This design comes from an exercise in tuning for small area and a short achievable clock period on the open sky130 flow, not from production work.
The RTL was checked by simulation tests, not by an equivalence proof against the original design.
No activity file was given, so power comes from the tool's default toggle rates.

// mem_wb_stage_param
module mem_wb_stage_param #(
    parameter int DATA_W   = 32,
    parameter int ADDR_W   = 7,
    parameter int REG_W    = 5,
    parameter int READ_LAT = 3
) (
    input  logic              clk,
    input  logic              reset,
    input  logic              valid_MEM,
    input  logic              MemRead_MEM,
    input  logic              MemWrite_MEM,
    input  logic              ByteOp_MEM,
    input  logic              Unsigned_MEM,
    input  logic              ResultSrc_MEM,
    input  logic              RegWrite_MEM,
    input  logic [REG_W-1:0]  rd_MEM,
    input  logic [DATA_W-1:0] alu_result_MEM,
    input  logic [DATA_W-1:0] write_data_MEM,
    output logic              stall_MEM,
    output logic [DATA_W-1:0] mem_data_WB,
    output logic [DATA_W-1:0] alu_result_WB,
    output logic              ResultSrc_WB,
    output logic              RegWrite_WB,
    output logic              valid_WB,
    output logic [REG_W-1:0]  rd_WB
);
    localparam int DEPTH = 1 << ADDR_W;
    logic              is_store, is_load;
    logic [ADDR_W-1:0] addr;
    logic              phase;
    logic              w1, w0;           
    assign addr     = alu_result_MEM[ADDR_W-1:0];
    assign is_store = valid_MEM & MemWrite_MEM;
    assign is_load  = valid_MEM & MemRead_MEM & ~MemWrite_MEM;
    always_ff @(posedge clk) phase <= ~phase;
    logic              st_lo, st_hi;
    logic              st_lo_q, st_hi_q;    
    logic [DEPTH-1:0]  wsel;                
    logic [DATA_W-1:0] n_col;               
    assign st_lo = is_store;
    assign st_hi = is_store & ~ByteOp_MEM;
    always_ff @(posedge clk) begin
        st_lo_q <= st_lo;
        st_hi_q <= st_hi;
        for (int b = 0; b < DATA_W; b++)
            n_col[b] <= ~(((b < 8) ? st_lo : st_hi) & (write_data_MEM[b] ^ phase));
    end
    logic [DEPTH-1:0] sel_q, rsel;
  ...
Size: about 4500 flip-flops, about 150 I/O pins, ~150000 sq um of cells after synthesis.
clock: 5.6 ns
lec_check: 0
cap_margin: 20
core_margin: 2
core_utilization: 68
cts_cluster_diameter: 80
cts_cluster_size: 27
setup_slack_margin: 2.9
slew_margin: 20
synth_hierarchical: 1
synth_minimum_keep_size: 0
run.sh (not shown) runs the stock make flow with config.mk's settings and CLKGATE_MAP_FILE= SYNTH_SCRIPT=/design/flow/synth_recipe.tcl, a recipe that flattens the netlist after the stock synthesis.
Then changed:
Settings changed: CORE_UTILIZATION 68 to 65, SETUP_SLACK_MARGIN 2.9 to 2.85.
Outcome:
- global-route usage is lower by 2.2 points
- clock-buffer cell count is lower by 6
- final area hardly moves
- via count is lower by about 1%
- first-iteration DRC count is lower by about 4.6%
- register-to-register slack is better by 20 ps
- sequential cell count does not change
- non-clock buffer count is higher by 9
- worst setup slack is better by 24 ps
- total power is about the same
Then changed:
Settings changed: CTS_CLUSTER_SIZE 27 to 24, SETUP_SLACK_MARGIN 2.85 to 2.75.
What happened:
- die area stays the same
- cell count is about the same
- synthesized cell count is unchanged

* * *

JK:
Another version of the RTL of mem_wb_stage_param (not shown whole).
Size: about 13000 cells after synthesis, about 4500 flip-flops, ~150 I/O pins, ~0.15 sq mm of cells after synthesis.
make LEC_CHECK=0 CAP_MARGIN=20 CORE_MARGIN=2 CORE_UTILIZATION=60 CTS_CLUSTER_DIAMETER=80 CTS_CLUSTER_SIZE=27 SETUP_SLACK_MARGIN=2.8 SLEW_MARGIN=20 SYNTH_HIERARCHICAL=1 SYNTH_MINIMUM_KEEP_SIZE=0 finish   # period 5.6 ns
JK went all the way through synthesis, placement and routing and the layout is clean on timing, DRC and antenna.
For MS, these inputs were changed with respect to JK:
Settings: CTS_CLUSTER_SIZE changed from 27 to 24; SETUP_SLACK_MARGIN changed from 2.8 to 2.75; CORE_UTILIZATION changed from 60 to 65.
## What came out
- Looking at top routing layer in use, the met4 result is from JK; the met5 one comes from MS.
- Comparing MS and JK, the lower worst slack at placement was measured on MS.
- From JK to MS the numbers moved as follows: total power of the final layout increased 0.33%, initial antenna violation count saw an increase, clock-buffer cell count increased by 6 relative to the old numbers, sequential share of layout area held.
- Via count ends up higher on MS.
diff inputs: MS => AL
Settings: swapping 65 for 70 in CORE_UTILIZATION.
- AL ended up with sky130_fd_sc_hd__dfxtp_1 as its slowest cell on the critical path; MS ended up with sky130_fd_sc_hd__a222oi_1.
- bank_q[2] as the timing endpoint of the critical path was reported by MS, and bank_q[114] by AL.
- From MS to AL the numbers moved as follows: total wirelength of the detailed-routed design shows a reduction of 2.5%, final area shrank by 970 sq um, post-route worst setup slack went down 0.094 ns.
- Per the comparison of AL with MS, post-detailed-route wirelength per cell down 0.75%, area enclosed by the die boundary down 7.1%, global router's overall resource usage up 2.4 points, static leakage down 0.69%.
- AL: done, clean on timing, DRC and antenna
Setup changes, AL to TR
Settings: changing CORE_UTILIZATION from 70 to 65.
==> flow/flow/run.sh (new file) <==
#!/bin/bash
# The standard layout, with real buffers on the ports (the platform default
# is a delay cell) and the resizer free to change a cell's footprint.
set -euo pipefail
bash standard.sh MATCH_CELL_FOOTPRINT=0 \
    'BUFFER_PORTS_ARGS=-buffer_cell sky130_fd_sc_hd__buf_4' finish > standard_flow.log 2>&1
==> flow/standard.sh (new file) <==
#!/bin/bash
# synth_recipe.tcl (not shown) runs the flow's synth.tcl, then flattens the netlist and writes it again
# the make line also repeats each setting of config.mk as NAME=value (left out here)
make -C /OpenROAD-flow-scripts/flow DESIGN_CONFIG=/design/flow/config.mk WORK_HOME=/design/flow/orfs CLKGATE_MAP_FILE= SYNTH_SCRIPT=/design/flow/synth_recipe.tcl "${@:-finish}"
removed: flow/run.sh
Results
Routed length on met2 went up by a few percent going from AL to TR. Final worst-path cycle share sits lower in TR than in AL. Row required time of the worst setup path: TR higher / AL lower. TR vs AL, slew at the pin closest to its max-slew limit went down by 0.14 ns. Met2 track demand over resource, TR and AL: larger value in AL. Worst hold slack, TR and AL: smaller value in TR. The sequential cell count of AL and that of TR are within noise of each other. Synthesis-to-layout area growth up 0.68 points in TR wrt AL. TR vs AL, cell at the slowest stage of the critical path: sky130_fd_sc_hd__and2_1 vs sky130_fd_sc_hd__dfxtp_1. Routed wire length, TR and AL: lower on AL.

* * *

The RTL this note starts from:
==> flow/design.v <==
module mem_wb_stage_param #(
    parameter int DATA_W   = 32,
    parameter int ADDR_W   = 7,
    parameter int REG_W    = 5,
    parameter int READ_LAT = 3
) (
    input  logic              clk,
    input  logic              reset,
    input  logic              valid_MEM,
    input  logic              MemRead_MEM,
    input  logic              MemWrite_MEM,
    input  logic              ByteOp_MEM,
    input  logic              Unsigned_MEM,
    input  logic              ResultSrc_MEM,
    input  logic              RegWrite_MEM,
    input  logic [REG_W-1:0]  rd_MEM,
    input  logic [DATA_W-1:0] alu_result_MEM,
    input  logic [DATA_W-1:0] write_data_MEM,
    output logic              stall_MEM,
    output logic [DATA_W-1:0] mem_data_WB,
    output logic [DATA_W-1:0] alu_result_WB,
    output logic              ResultSrc_WB,
    output logic              RegWrite_WB,
    output logic              valid_WB,
    output logic [REG_W-1:0]  rd_WB
);
    localparam int DEPTH = 1 << ADDR_W;
    logic              is_store, is_load;
    logic [ADDR_W-1:0] addr, addr_q;
    logic              phase;
    logic              w1, w0;           
    assign addr     = alu_result_MEM[ADDR_W-1:0];
    assign is_store = valid_MEM & MemWrite_MEM;
    assign is_load  = valid_MEM & MemRead_MEM & ~MemWrite_MEM;
    logic [DATA_W*DEPTH-1:0] mem_q;
    logic [DEPTH-1:0]        sel;         
    logic                    st_lo, st_hi;
    logic [DATA_W-1:0]       n_col;       
    always_ff @(posedge clk) phase <= ~phase;
    assign st_lo = is_store;
    assign st_hi = is_store & ~ByteOp_MEM;
    always_comb begin
        for (int b = 0; b < DATA_W; b++)
            n_col[b] = ~(((b < 8) ? st_lo : st_hi) & (write_data_MEM[b] ^ ~phase));
    end
    always_comb begin
        for (int r = 0; r < DEPTH; r++)
            sel[r] = (addr == ADDR_W'(r));
    end
    genvar gr, gb;
    generate
        for (gr = 0; gr < DEPTH; gr++) begin : g_row
            logic              a_lo, a_hi, nsel;
            logic [DATA_W-1:0] d;
            assign a_lo = sel[gr] & st_lo;
            assign a_hi = sel[gr] & st_hi;
            assign nsel = ~sel[gr];
            mem_wb_wrow #(.W(DATA_W)) u_wrow (
                .q(mem_q[gr*DATA_W +: DATA_W]), .a_lo(a_lo), .a_hi(a_hi),
                .nsel(nsel), .n_col(n_col), .d(d));
            always_ff @(posedge clk)
                mem_q[gr*DATA_W +: DATA_W] <= d;
        end
    endgenerate
    always_ff @(posedge clk) addr_q <= addr;
    logic [DATA_W-1:0] rword, rdata, load_data;
    logic [DEPTH-1:0]  rsel;              
    localparam int NGRP = (DEPTH + 2) / 3;
    logic [DATA_W-1:0] grp_n [NGRP];      
    always_comb begin
        for (int r = 0; r < DEPTH; r++)
            rsel[r] = (addr_q == ADDR_W'(r));
    end
    genvar gg;
    generate
        for (gg = 0; gg < NGRP; gg++) begin : g_rd
            localparam int R0 = 3 * gg;
            localparam int R1 = (3 * gg + 1 < DEPTH) ? 3 * gg + 1 : R0;
            localparam int R2 = (3 * gg + 2 < DEPTH) ? 3 * gg + 2 : R0;
            mem_wb_rd3 #(.W(DATA_W)) u_rd3 (
                .d0(mem_q[R0*DATA_W +: DATA_W]), .s0(rsel[R0]),
                .d1(mem_q[R1*DATA_W +: DATA_W]), .s1(rsel[R1]),
                .d2(mem_q[R2*DATA_W +: DATA_W]), .s2(rsel[R2]),
                .y_n(grp_n[gg]));
        end
    endgenerate
    always_comb begin
        rword = '1;
        for (int g = 0; g < NGRP; g++)
            rword = rword & grp_n[g];
        rword = ~rword;
    end
    assign rdata = rword ^ {DATA_W{phase}};
    always_comb begin
        load_data = rdata;
        if (ByteOp_MEM)
            load_data = Unsigned_MEM ? DATA_W'(rdata[7:0]) : DATA_W'($signed(rdata[7:0]));
    end
    assign stall_MEM = w1 | (~w0 & is_load);
    always_ff @(posedge clk) begin
        if (reset) begin
            w1 <= 1'b0;
            w0 <= 1'b0;
        end else begin
            w1 <= ~w1 & ~w0 & is_load;
            w0 <= w1;
        end
    end
    always_ff @(posedge clk) begin
        if (reset) begin
            mem_data_WB   <= '0;
            alu_result_WB <= '0;
            ResultSrc_WB  <= 1'b0;
            RegWrite_WB   <= 1'b0;
            valid_WB      <= 1'b0;
            rd_WB         <= '0;
        end else if (stall_MEM) begin
            valid_WB    <= 1'b0;
            RegWrite_WB <= 1'b0;
        end else begin
            valid_WB      <= valid_MEM;
            RegWrite_WB   <= valid_MEM & RegWrite_MEM;
            ResultSrc_WB  <= ResultSrc_MEM;
            rd_WB         <= rd_MEM;
            alu_result_WB <= alu_result_MEM;
            if (is_load)
                mem_data_WB <= load_data;
        end
    end
endmodule
module mem_wb_rd3 #(
    parameter int W = 32
) (
    input  logic [W-1:0] d0,
    input  logic         s0,
    input  logic [W-1:0] d1,
    input  logic         s1,
    input  logic [W-1:0] d2,
    input  logic         s2,
    output logic [W-1:0] y_n
);
    assign y_n = ~((d0 & {W{s0}}) | (d1 & {W{s1}}) | (d2 & {W{s2}}));
endmodule
module mem_wb_wrow #(
    parameter int W = 32
) (
    input  logic [W-1:0] q,
    input  logic         a_lo,
    input  logic         a_hi,
    input  logic         nsel,
    input  logic [W-1:0] n_col,
    output logic [W-1:0] d
);
    always_comb begin
        for (int b = 0; b < W; b++)
            d[b] = ~((q[b] | ((b < 8) ? a_lo : a_hi)) & (nsel | n_col[b]));
    end
endmodule
export LEC_CHECK = 0
export CAP_MARGIN = 20
export CORE_MARGIN = 2
export CORE_UTILIZATION = 55
export CTS_BUF_LIST = sky130_fd_sc_hd__clkbuf_8
export SETUP_SLACK_MARGIN = 2.6
export SLEW_MARGIN = 20
export SYNTH_HIERARCHICAL = 1
export SYNTH_MINIMUM_KEEP_SIZE = 0
create_clock -name core_clock -period 5.6 [get_ports {clk}]
Stock flow here: none of the scripts above is used.
The first run ran to the end with no violations.
Change:
Settings changed: CTS_BUF_LIST sky130_fd_sc_hd__clkbuf_8 to unset, SETUP_SLACK_MARGIN 2.6 to unset.
What happened: The changed run went through all stages and came out clean; final area falls by 1.4%; first-iteration DRC count came out higher by 4.9%; via count went down by 1.6%; wire length went down by 1.1%; die area stays the same; power is higher by 4.5%; clock skew increases by 0.0067 ns; hold slack improves by 0.13 ns; non-clock buffer count shrinks by 117; worst setup slack got worse by 1.5 ns; area after synthesis does not change.

* * *

mem_wb_stage_param, a different RTL version from the one above (not shown whole).
Size: about 13000 cells after synthesis, roughly 4500 flip-flops, ~0.15 mm² of cells after synthesis.
clock: 5.6 ns
lec_check: 0
cap_margin: 20
core_margin: 2
core_utilization: 55
cts_cluster_diameter: 80
cts_cluster_size: 24
setup_slack_margin: 2.7
slew_margin: 20
synth_hierarchical: 1
synth_minimum_keep_size: 0
The starting point went through all stages and came out clean.
Next try:
--- a/flow/config.mk
+++ b/flow/config.mk
@@ -9,6 +9,6 @@
 export CORE_MARGIN = 2
-export CORE_UTILIZATION = 55
+export CORE_UTILIZATION = 65
 export CTS_CLUSTER_DIAMETER = 80
 export CTS_CLUSTER_SIZE = 24
-export SETUP_SLACK_MARGIN = 2.7
+export SETUP_SLACK_MARGIN = 2.75
 export SLEW_MARGIN = 20
=> The changed run went through all stages and came out clean. Cell area decreases by 0.87%. Synthesized area is unchanged. Setup slack degrades by 0.025 ns. Via count hardly moves.
Next try:
==> flow/flow/run.sh (new file) <==
#!/bin/bash
# The standard layout, with real buffers on the ports (the platform default
# is a delay cell) and the resizer free to change a cell's footprint.
set -euo pipefail
bash standard.sh MATCH_CELL_FOOTPRINT=0 \
    'BUFFER_PORTS_ARGS=-buffer_cell sky130_fd_sc_hd__buf_4' finish > standard_flow.log 2>&1
==> flow/standard.sh (new file) <==
#!/bin/bash
# synth_recipe.tcl (not shown) runs the flow's synth.tcl, then flattens the netlist and writes it again
# the make line also repeats each setting of config.mk as NAME=value (left out here)
make -C /OpenROAD-flow-scripts/flow DESIGN_CONFIG=/design/flow/config.mk WORK_HOME=/design/flow/orfs CLKGATE_MAP_FILE= SYNTH_SCRIPT=/design/flow/synth_recipe.tcl "${@:-finish}"
--- a/flow/config.mk
+++ b/flow/config.mk
@@ -9,6 +9,6 @@
 export CORE_MARGIN = 2
-export CORE_UTILIZATION = 65
+export CORE_UTILIZATION = 55
 export CTS_CLUSTER_DIAMETER = 80
 export CTS_CLUSTER_SIZE = 24
-export SETUP_SLACK_MARGIN = 2.75
+export SETUP_SLACK_MARGIN = 2.7
 export SLEW_MARGIN = 20
removed: flow/run.sh
The changed run completed without violations.
Cell area rose slightly.
Clock-buffer cell count came out higher by 11.
Synthesized cell count is unchanged.
Wire length goes up by a few percent.
Non-clock buffer count rose by 98.
Clock skew climbs by 0.0075 ns.
Worst hold slack gets worse by 0.15 ns.
Maximum frequency falls slightly.
Setup slack is worse by 0.031 ns.
Via count stays flat.
Utilization fell by 9.9 points.

==> afterwards: timing with drivers on the ports <==
No port has a modelled driver above. Below, the same layouts with a new extraction and two added sets of constraints.
Step 1 (the two cells are an assumption about what drives the block):
set clk [get_ports {clk}]
set_driving_cell -lib_cell sky130_fd_sc_hd__clkbuf_16 $clk
set_driving_cell -lib_cell sky130_fd_sc_hd__buf_2 [delete_from_list [all_inputs] $clk]
Step 2 moves the port delays by t, midway between the first and last clock arrival at a register: inputs arrive t later, outputs are due t later. That takes back most of the time a late clock gives input paths.
Three values: ideal, step 1, step 2; two values: the first two.
run	t (ns)	setup slack, ns	worst setup path at the end	slew at the worst register clock pin (ns)
the first run of note 1	0.989	2.710 / 2.633 / 2.002	input to register	0.11 / 0.11
the second run of note 1	0.968	2.734 / 2.668 / 1.826	input to register	0.11 / 0.11
the third run of note 1	0.978	2.668 / 2.621 / 1.986	input to register	0.10 / 0.10
JK	0.974	2.700 / 2.661 / 2.317	input to register	0.11 / 0.11
MS	0.983	2.691 / 2.647 / 2.244	input to register	0.11 / 0.11
AL	0.983	2.597 / 2.597 / 1.861	input to register	0.10 / 0.10
TR	0.997	2.681 / 2.597 / 2.325	input to register	0.10 / 0.10
the first run of note 3	1.325	1.613 / 1.613 / 1.044	input to register	0.07 / 0.07
the second run of note 3	1.095	0.130 / 0.129 / 0.129	register to register	0.07 / 0.07
the first run of note 4	1.015	2.624 / 2.599 / 1.842	input to register	0.10 / 0.10
the second run of note 4	0.982	2.599 / 2.599 / 2.102	input to register	0.10 / 0.10
the third run of note 4	0.986	2.568 / 2.568 / 2.490	input to register	0.10 / 0.10
After both steps every run listed still meets setup and hold. For the second run of note 1, which loses most, drivers alone change the setup slack by -0.066 ns; drivers and shift together by -0.908 ns.
